Context: an optimization exercise on an open-source flow, tuned for small area, a short achievable clock period and few clock cycles. The choices shown serve that exercise and are no tape-out recipe.
In this exercise RTL edits were held to simulation tests only and were not proved equivalent to the original.
Power and IR drop assume default switching activity.

`flow/run.sh`:
```
#!/bin/bash
# synth_recipe.tcl (not shown) runs the flow's synth.tcl, then flattens the netlist and writes it again
# the make line also repeats each setting of config.mk as NAME=value (left out here)
make -C /OpenROAD-flow-scripts/flow DESIGN_CONFIG=/design/flow/config.mk WORK_HOME=/design/flow/orfs CLKGATE_MAP_FILE= SYNTH_SCRIPT=/design/flow/synth_recipe.tcl finish
```
`flow/config.mk`:
```
export PLATFORM = sky130hd
export DESIGN_NAME = soft_cluster_membership
export DESIGN_NICKNAME = soft_cluster_membership
export VERILOG_FILES = /design/flow/design.v
export SDC_FILE = /design/flow/constraint.sdc
export NUM_CORES = 4
export LEC_CHECK = 0
export CAP_MARGIN = 20
export CORE_MARGIN = 2
export CORE_UTILIZATION = 40
export SLEW_MARGIN = 20
```
`flow/constraint.sdc`:
```
create_clock -name core_clock -period 12.0 [get_ports {clk}]
set_input_delay 2.4000 -clock core_clock [delete_from_list [all_inputs] [get_ports {clk}]]
set_output_delay 2.4000 -clock core_clock [all_outputs]
set_load 0.01 [all_outputs]
```
`flow/design.v`:
```
package scm_pkg;
    localparam int ACC_W = 40;
    localparam logic [ACC_W-1:0] ACC_MAX = {ACC_W{1'b1}};
    localparam int Q15_W = 16;
    localparam int CLUSTER_W = 4;
    localparam int DIM_W = 4;
    localparam int ALPHA_W = 16;
    localparam logic [ALPHA_W-1:0] ALPHA_RESET = 16'd256;
    localparam int PADDR_W = 3;
    localparam logic REG_ALPHA = 1'b0;
    localparam int RW = 49;
    typedef enum logic
    {
        OP_LOAD  = 1'b0,
        OP_POINT = 1'b1
    } op_t;
endpackage
import scm_pkg::*;
module scm_div
(
    input  logic             clk,
    input  logic             init,
    input  logic [ACC_W-1:0] snap,
    input  logic [RW-1:0]    ybase,
    output logic [Q15_W-1:0] quot
);
    logic [RW-1:0] rem_reg;
    logic [RW-1:0] xop;
    logic [RW-1:0] yop;
    logic          flip;
    logic [RW-1:0] sum;
    assign flip = !init && !rem_reg[RW-1];
    assign xop  = init ? {{(RW-ACC_W-4){1'b1}}, ~snap, 4'b1110}
                       : {rem_reg[RW-2:0], 1'b0};
    assign yop  = ybase ^ {RW{flip}};
    assign sum  = xop + yop + RW'(flip);
    always_ff @(posedge clk)
    begin
        rem_reg <= sum;
        quot    <= {quot[Q15_W-2:0], !sum[RW-1]};
    end
endmodule
import scm_pkg::*;
module soft_cluster_membership
#(
    parameter int NUM_CLUSTERS = 16,
    parameter int NUM_DIMS = 16,
    parameter int COORD_BITS = 16
)
(
    input  logic                  clk,
    input  logic                  rst_n,
    input  logic                  psel,
    input  logic                  penable,
    input  logic                  pwrite,
    input  logic [PADDR_W-1:0]    paddr,
    input  logic [31:0]           pwdata,
    output logic [31:0]           prdata,
    output logic                  pready,
    input  logic                  start,
    output logic                  busy,
    input  logic                  operation,
    input  logic [CLUSTER_W-1:0]  cluster,
    input  logic [DIM_W-1:0]      dim_index,
    input  logic [COORD_BITS-1:0] coord_value,
    input  logic                  last_coord,
    output logic                  result_valid,
    output logic [CLUSTER_W-1:0]  cluster_index,
    output logic [Q15_W-1:0]      membership,
    output logic                  last
);
    localparam int K = 16;
    logic [3:0]            ph_reg;
    logic                  busy_reg;
    logic                  go_reg;
    logic                  in_op;
    logic [3:0]            in_cl;
    logic [3:0]            in_dim;
    logic [15:0]           in_x;
    logic                  in_last;
    logic [4:0]            sl_reg;
    logic                  accept;
    logic                  occ_nx;
    logic                  op_nx;
    logic [3:0]            dim_nx;
    logic                  last_nx;
    logic                  fin_ok_nx;
    logic                  go_nx;
    logic                  go_lastpt;
    assign accept    = start && !busy_reg;
    assign occ_nx    = accept || busy_reg;
    assign op_nx     = accept ? operation   : in_op;
    assign dim_nx    = accept ? dim_index   : in_dim;
    assign last_nx   = accept ? last_coord  : in_last;
    assign go_lastpt = go_reg && in_op == OP_POINT && in_last;
    assign fin_ok_nx = !go_lastpt && sl_reg >= 5'd15;
    assign go_nx     = occ_nx && dim_nx == 4'(ph_reg + 1'b1)
                     && (op_nx == OP_LOAD || !last_nx || fin_ok_nx);
    always_ff @(posedge clk)
    begin
        if (accept)
        begin
            in_op   <= operation;
            in_cl   <= cluster;
            in_dim  <= dim_index;
            in_x    <= coord_value;
            in_last <= last_coord;
        end
    end
    always_ff @(posedge clk or negedge rst_n)
    begin
        if (!rst_n)
        begin
            ph_reg   <= '0;
            busy_reg <= 1'b0;
            go_reg   <= 1'b0;
            sl_reg   <= 5'd16;
        end
        else
        begin
            ph_reg   <= 4'(ph_reg + 1'b1);
            busy_reg <= occ_nx && !go_nx;
            go_reg   <= go_nx;
            if (go_lastpt)
            begin
                sl_reg <= 5'd1;
            end
            else if (sl_reg != 5'd16)
            begin
                sl_reg <= 5'(sl_reg + 1'b1);
            end
        end
    end
    logic pa_v, pa_last;
    logic pb_v, pb_last;
    logic fresh_reg;
    logic f0_v, f1_v, f2_v, f3_v;
    logic go_pt;
    assign go_pt = go_reg && in_op == OP_POINT;
    always_ff @(posedge clk or negedge rst_n)
    begin
        if (!rst_n)
        begin
            pa_v      <= 1'b0;
            pa_last   <= 1'b0;
            pb_v      <= 1'b0;
            pb_last   <= 1'b0;
            fresh_reg <= 1'b1;
            f0_v      <= 1'b0;
            f1_v      <= 1'b0;
            f2_v      <= 1'b0;
            f3_v      <= 1'b0;
        end
        else
        begin
            pa_v    <= go_pt;
            pa_last <= go_pt && in_last;
            pb_v    <= pa_v;
            pb_last <= pa_last;
            if (pb_v)
            begin
                fresh_reg <= pb_last;
            end
            f0_v <= pb_last;
            f1_v <= f0_v;
            f2_v <= f1_v;
            f3_v <= f2_v;
        end
    end
    logic [ACC_W-1:0] snap [K];
    for (genvar j = 0; j < K; j++)
    begin : g_lane
        logic [16*NUM_DIMS-1:0] ring;
        logic [15:0]            tap;
        logic                   we;
        logic [16:0]            d1;
        logic [16:0]            d2;
        logic [15:0]            ad_reg;
        logic [31:0]            sq_reg;
        logic [ACC_W-1:0]       acc_reg;
        logic [ACC_W:0]         acc_sum;
        logic [ACC_W-1:0]       acc_new;
        assign tap = ring[15:0];
        assign we  = go_reg && in_op == OP_LOAD && in_cl == 4'(j);
        assign d1  = {1'b0, in_x ^ 16'h8000} - {1'b0, tap ^ 16'h8000};
        assign d2  = {1'b0, tap ^ 16'h8000} - {1'b0, in_x ^ 16'h8000};
        always_ff @(posedge clk)
        begin
            ring   <= {we ? in_x : tap, ring[16*NUM_DIMS-1:16]};
            ad_reg <= !go_pt ? 16'd0 : d1[16] ? d2[15:0] : d1[15:0];
            sq_reg <= ad_reg * ad_reg;
        end
        assign acc_sum = {1'b0, fresh_reg ? {ACC_W{1'b0}} : acc_reg} + {9'd0, sq_reg};
        assign acc_new = acc_sum[ACC_W] ? ACC_MAX : acc_sum[ACC_W-1:0];
        always_ff @(posedge clk)
        begin
            acc_reg <= acc_new;
            if (pb_last)
            begin
                snap[j] <= acc_new;
            end
        end
    end
    logic [ACC_W+1:0] ps_reg [4];
    logic [ACC_W-1:0] pm_reg [4];
    logic [ACC_W+3:0] s_reg;
    logic [ACC_W-1:0] dmax_reg;
    function automatic logic [ACC_W-1:0] max2(input logic [ACC_W-1:0] a, input logic [ACC_W-1:0] b);
        max2 = (a > b) ? a : b;
    endfunction
    always_ff @(posedge clk)
    begin
        for (int g = 0; g < 4; g++)
        begin
            ps_reg[g] <= (ACC_W+2)'(snap[4*g]) + (ACC_W+2)'(snap[4*g+1])
                       + (ACC_W+2)'(snap[4*g+2]) + (ACC_W+2)'(snap[4*g+3]);
            pm_reg[g] <= max2(max2(snap[4*g], snap[4*g+1]), max2(snap[4*g+2], snap[4*g+3]));
        end
        s_reg    <= (ACC_W+4)'(ps_reg[0]) + (ACC_W+4)'(ps_reg[1])
                  + (ACC_W+4)'(ps_reg[2]) + (ACC_W+4)'(ps_reg[3]);
        dmax_reg <= max2(max2(pm_reg[0], pm_reg[1]), max2(pm_reg[2], pm_reg[3]));
    end
    logic [ALPHA_W-1:0] alpha_reg;
    logic [24:0]        a_val;
    logic [44:0]        p_val;
    logic [43:0]        q_val;
    logic               case_b;
    logic [RW-1:0]      t_a;
    logic [RW-1:0]      t_b;
    logic [RW-1:0]      yinit_reg;
    logic [43:0]        denp_reg;
    logic [RW-1:0]      den_reg;
    logic               dz_reg;
    assign a_val  = {alpha_reg, 9'b0};
    assign p_val  = 45'(a_val) + 45'(s_reg);
    assign q_val  = {dmax_reg, 4'b0};
    assign case_b = 45'(q_val) > p_val;
    assign t_a    = RW'(s_reg) + RW'(a_val) - RW'({a_val, 4'b0}) + RW'(2);
    assign t_b    = RW'({s_reg, 4'b0}) + RW'({dmax_reg, 4'b0}) - RW'({dmax_reg, 8'b0}) + RW'(2);
    always_ff @(posedge clk)
    begin
        yinit_reg <= case_b ? t_b : t_a;
        denp_reg  <= case_b ? 44'(q_val - 44'(s_reg)) : 44'(a_val);
        if (f3_v)
        begin
            den_reg <= {1'b0, denp_reg, 4'b0};
            dz_reg  <= denp_reg == '0;
        end
    end
    logic [RW-1:0]    ybase;
    logic [Q15_W-1:0] quot [K];
    assign ybase = f3_v ? yinit_reg : den_reg;
    for (genvar j = 0; j < K; j++)
    begin : g_div
        scm_div u_div (
            .clk   (clk),
            .init  (f3_v),
            .snap  (snap[j]),
            .ybase (ybase),
            .quot  (quot[j])
        );
    end
    logic [4:0]       dcnt_reg;
    logic [K*Q15_W-1:0] ob_reg;
    logic             ov_reg;
    logic [3:0]       oidx_reg;
    logic             olast_reg;
    logic             oload;
    assign oload = dcnt_reg == 5'd16;
    always_ff @(posedge clk or negedge rst_n)
    begin
        if (!rst_n)
        begin
            dcnt_reg  <= '0;
            ov_reg    <= 1'b0;
            oidx_reg  <= '0;
            olast_reg <= 1'b0;
        end
        else
        begin
            if (f3_v)
            begin
                dcnt_reg <= 5'd1;
            end
            else if (dcnt_reg != 5'd0)
            begin
                dcnt_reg <= (dcnt_reg == 5'd16) ? 5'd0 : 5'(dcnt_reg + 1'b1);
            end
            if (oload)
            begin
                ov_reg    <= 1'b1;
                oidx_reg  <= '0;
                olast_reg <= 1'b0;
            end
            else if (ov_reg)
            begin
                ov_reg    <= !olast_reg;
                oidx_reg  <= 4'(oidx_reg + 1'b1);
                olast_reg <= oidx_reg == 4'd14;
            end
        end
    end
    logic [K*Q15_W-1:0] qcat;
    for (genvar j = 0; j < K; j++)
    begin : g_qcat
        assign qcat[j*Q15_W +: Q15_W] = quot[j];
    end
    always_ff @(posedge clk)
    begin
        if (oload)
        begin
            ob_reg <= dz_reg ? '0 : qcat;
        end
        else
        begin
            ob_reg <= {{Q15_W{1'b0}}, ob_reg[K*Q15_W-1:Q15_W]};
        end
    end
    logic [15:0] prd_reg;
    always_ff @(posedge clk or negedge rst_n)
    begin
        if (!rst_n)
        begin
            alpha_reg <= ALPHA_RESET;
        end
        else if (psel && penable && pwrite && paddr[2] == REG_ALPHA)
        begin
            alpha_reg <= pwdata[ALPHA_W-1:0];
        end
    end
    always_ff @(posedge clk)
    begin
        prd_reg <= (paddr[2] == REG_ALPHA) ? alpha_reg : 16'd0;
    end
    assign pready        = 1'b1;
    assign prdata        = {16'd0, prd_reg};
    assign busy          = busy_reg;
    assign result_valid  = ov_reg;
    assign cluster_index = oidx_reg;
    assign membership    = ob_reg[Q15_W-1:0];
    assign last          = olast_reg;
endmodule
```
==> summary.log <==
[pwr] Comb power frac 0.436
[drt] Vias 310700
[pwr] internal power 0.06711 W
[yosys] post-synthesis sequential area ratio 0.3818
[placement] input/output buffers 87
[drt] DRC violation count after routing 0
[floorplan] Die W 1.053 mm
[drt] DRT iter0 DRCs 27640
[setup_path] internal reg-to-reg setup slack 3120 ps
[floorplan] core region area 1098000 um^2
[cells_and_area] area added between synthesis and finish 10.80%
[setup_path] reg-to-reg critical path endpoint pm_reg[1][12]$_DFF_P_
[sta] count of final hold-check violations 0
[hold_path] Min-Delay Startpoint g_lane[0].ring[241]$_DFF_P_
[setup_path] worst reg2reg startpoint snap[5][9]$_DFFE_PP_
[clock_network] number of buffers inserted by post-CTS setup repair 0
[clock_network] Clock transition at path regs 70 ps
[yosys] Synth Flop Type dfxtp_1
[sta] final setup skew 136.2 ps
[floorplan] area of the die 1109000 um^2
[floorplan] y dimension of the die 1.053 mm
[yosys] Synth warnings 9
[grt] vias in the first global route 308100
[yosys] number of enable flip-flop cells after synthesis 705
[yosys] summed instance area of the synthesized netlist 440300 um^2
[outcome] outcome finished clean
[sta] Period minus WS final 8885 ps
[clock_network] TritonCTS clock tree built
[clock_network] clock latency on the worst-skew pair 1230 ps
[grt] largest net degree at the start of global routing 242
[pwr] switching part of the total power 0.3973
[setup_path] peak per-stage delay on the critical path 710 ps
[floorplan] top-level I/O count 123
[pwr] power density normalized to cell area 228.2 nW/um^2
[pwr] clock share of power 0.245
[setup_path] type of the setup path with the least slack reg -> reg
[placement] DPL Wire Length 1050 mm
[hold_path] cell depth of the worst min-delay path 0
[clock_network] buffers from clock root to sink, at most 5
[setup_path] worst-path maximum fanout 23
[grt] number of antenna violations at the first check in global routing 165
[setup_path] R2R depth 32
[grt] total gr overflow 0
[yosys] share of flip-flops with an asynchronous set or reset 0.005851
[yosys] per-instance average area after synthesis 9.959 um^2
[cells_and_area] final net count 51810
[clock_network] CTS sink count 8033
[cells_and_area] most common cell after layout, fill and taps aside dfxtp_1
[cells_and_area] most frequent cells in the layout 7281 x dfxtp_1, 5548 x inv_1, 4416 x ha_1
[setup_path] cell type with the highest occurrence count on the critical path a21o_1
[clock_network] cts repair resizes 0
[sta] worst slew margin relative to its limit 0.08432
[drt] total iterations of the first detailed-routing run 7
[placement] DP Area 458100 um^2
[yosys] distinct cell type count of the synthesized netlist 112
[pwr] power spent charging and discharging nets 0.04424 W
[clock_network] Clock Tree Root clkbuf_16
[pwr] peak supply drop 0.3470 mV
[setup_path] dominant delay contributor by cell family on the critical path compound AO/OA/AOI/OAI gates
[setup_path] Worst EP arrival 9880 ps
[yosys] #FFs+latches synth 8033
[drt] post-DR wirelength/cell 22.84 um
[drt] Antenna Violating Nets Remaining 0
[sta] period utilization 0.7404
[floorplan] initial core utilization 0.4009
[grt] overall track demand over capacity in global routing 0.2399
[pwr] register share of total power 0.319
[cells_and_area] post-route design area 487900 um^2
[cells_and_area] number of flip-flops in the largest register 4096
[sta] maximum frequency from static timing analysis 112.6 MHz
[sta] setup_tns 0 ps
[pwr] leakage power 235.7 nW
[job] max cap viols 0
[sta] RSZ-0062 raised after global routing false
[setup_path] type of element capturing the critical path flip-flop
[clock_network] # hold bufs at CTS 0
[setup_path] Critical Path Source Type flip-flop
[setup_path] number of buffer and inverter stages on the critical path 5
[sta] Final Setup Violations 0
[setup_path] CP max stage cell a31o_2
[hold_path] type of the tightest min-delay check reg -> reg
[drt] Avg Vias per Cell 5.214
[grt] global-route wire length before repair 1993 mm
[sta] count of pins over their slew limit 0
[placement] routability-driven placement congestion ratio 0.9695
[hold_path] worst hold endpoint g_lane[0].ring[225]$_DFF_P_
[setup_path] data required time of the worst path 13000 ps
[drt] total wirelength of the detailed-routed design 1361 mm
[yosys] count of mapped cells out of synthesis 44220
[cells_and_area] layout cells sized above 1 0.05680
[sta] slew at the pin with the worst max-slew slack 1364 ps
[clock_network] maximum level of the CTS H-tree 6
[floorplan] number of standard-cell rows in the floorplan 385
[cells_and_area] fillcell total 103500
[setup_path] number of cells on the critical path 32
[clock_network] total clock buffers created by CTS 835
-- routing by layer --
layer / vias up / GRT usage / part of all wire
met3: 2466 / 0.04154 / 0.076
li1: 145700 / - / -
met5: - / 0 / 0.00018
met1: 152000 / 0.3387 / 0.45
met2: 10480 / 0.3566 / 0.42
met4: 38 / 0.1150 / 0.055
-- logic make-up after synthesis --
kind of cell	count (synthesis)	synth area share
xor+xnor	2221	0.04418
other cells	2	0.00001706
mux	1016	0.02398
flops	8033	0.3818
simple gates	10790	0.1169
buf+inv	6865	0.05898
fa+ha+maj	7496	0.2655
compound gates	7788	0.1086
-- power by group through the flow --
stage,clock [W],sequential [W],combinational [W]
after floorplan,0,0.0338,0.0348
after global placement,0,0.0359,0.0464
after detailed placement,0,0.0360,0.0471
after CTS,0.0279,0.0355,0.0474
after global routing,0.0290,0.0358,0.0530
final,0.0273,0.0355,0.0485
-- synthesized netlist by cell type, drive strengths merged (766+ instances only) --
master,number,share of area
dfxtp,7281,0.33
a21oi,3147,0.036
o21ai,1453,0.017
nand2,3265,0.028
inv,5564,0.047
a21o,1223,0.021
and2,766,0.011
clkbuf,1186,0.010
ha,4416,0.13
nor2b,1069,0.015
fa,3080,0.14
nor2,3053,0.026
xnor2,1461,0.029
-- layout make-up --
class / instances / area [um^2] / share of cell area
Antenna cell: 115 / 287.8 / 0.0005899
Inverter: 5566 / 20900 / 0.04284
Sequential cell: 8033 / 168100 / 0.3446
Clock buffer: 1130 / 23700 / 0.04857
Timing Repair Buffer: 481 / 4106 / 0.008417
Tap cell: 14510 / 18160 / 0.03722
Multi-Input combinational cell: 29330 / 246900 / 0.5060
Clock inverter: 425 / 5719 / 0.01172
-- how the worst max path moves through the flow --
stage / startpoint / to / slack (ps)
6_report: snap[5][9]$_DFFE_PP_ / pm_reg[1][12]$_DFF_P_ / 3120
5_1_grt: snap[5][9]$_DFFE_PP_ / pm_reg[1][13]$_DFF_P_ / 2880
4_1_cts: snap[5][9]$_DFFE_PP_ / pm_reg[1][13]$_DFF_P_ / 3210
3_5_place_dp: snap[5][9]$_DFFE_PP_ / pm_reg[1][13]$_DFF_P_ / 3270
3_3_place_gp: snap[5][9]$_DFFE_PP_ / pm_reg[1][12]$_DFF_P_ / 3160
2_1_floorplan: pb_last$_DFF_PN0_ / fresh_reg$_DFFE_PN1P_ / 3640
-- metrics by stage --
step	util	setup WS (ps)	hold slack, ps	std cells	total power (W)
final	0.4442	3115	229.2	59590	0.1113
after global routing	0.4440	2879	252.3	59490	0.1178
after CTS	0.4439	3212	245.9	59480	0.1108
after detailed placement	0.4171	3268	312.1	57920	0.08306
after global placement	0.4171	3161	309.5	57920	0.08228
after floorplan	-	3640	309.6	44230	0.06858
Testbench counts, summed over its fixed seeds: cycles 1,936.

## afterwards: timing with drivers on the ports
No port has a modelled driver above. Below, the same layout with a new extraction and two added sets of constraints.
Step 1 assumes that a clkbuf_16 drives the clock port and a buf_2 every other input.
Step 2 moves the port delays by t, midway between the first and last clock arrival at a register: inputs arrive t later, outputs are due t later. That takes back most of the time a late clock gives input paths.
a / b / c = ideal ports / drivers / drivers and shift; a / b = the first two.
t (ns): 1.335
slack for setup (ns): 3.115 / 3.115 / 3.115
worst setup path at the end: register to register
After both steps setup and hold are still met in this run. The setup slack of this run moves by 0.000 ns with the drivers and by 0.000 ns with both steps.
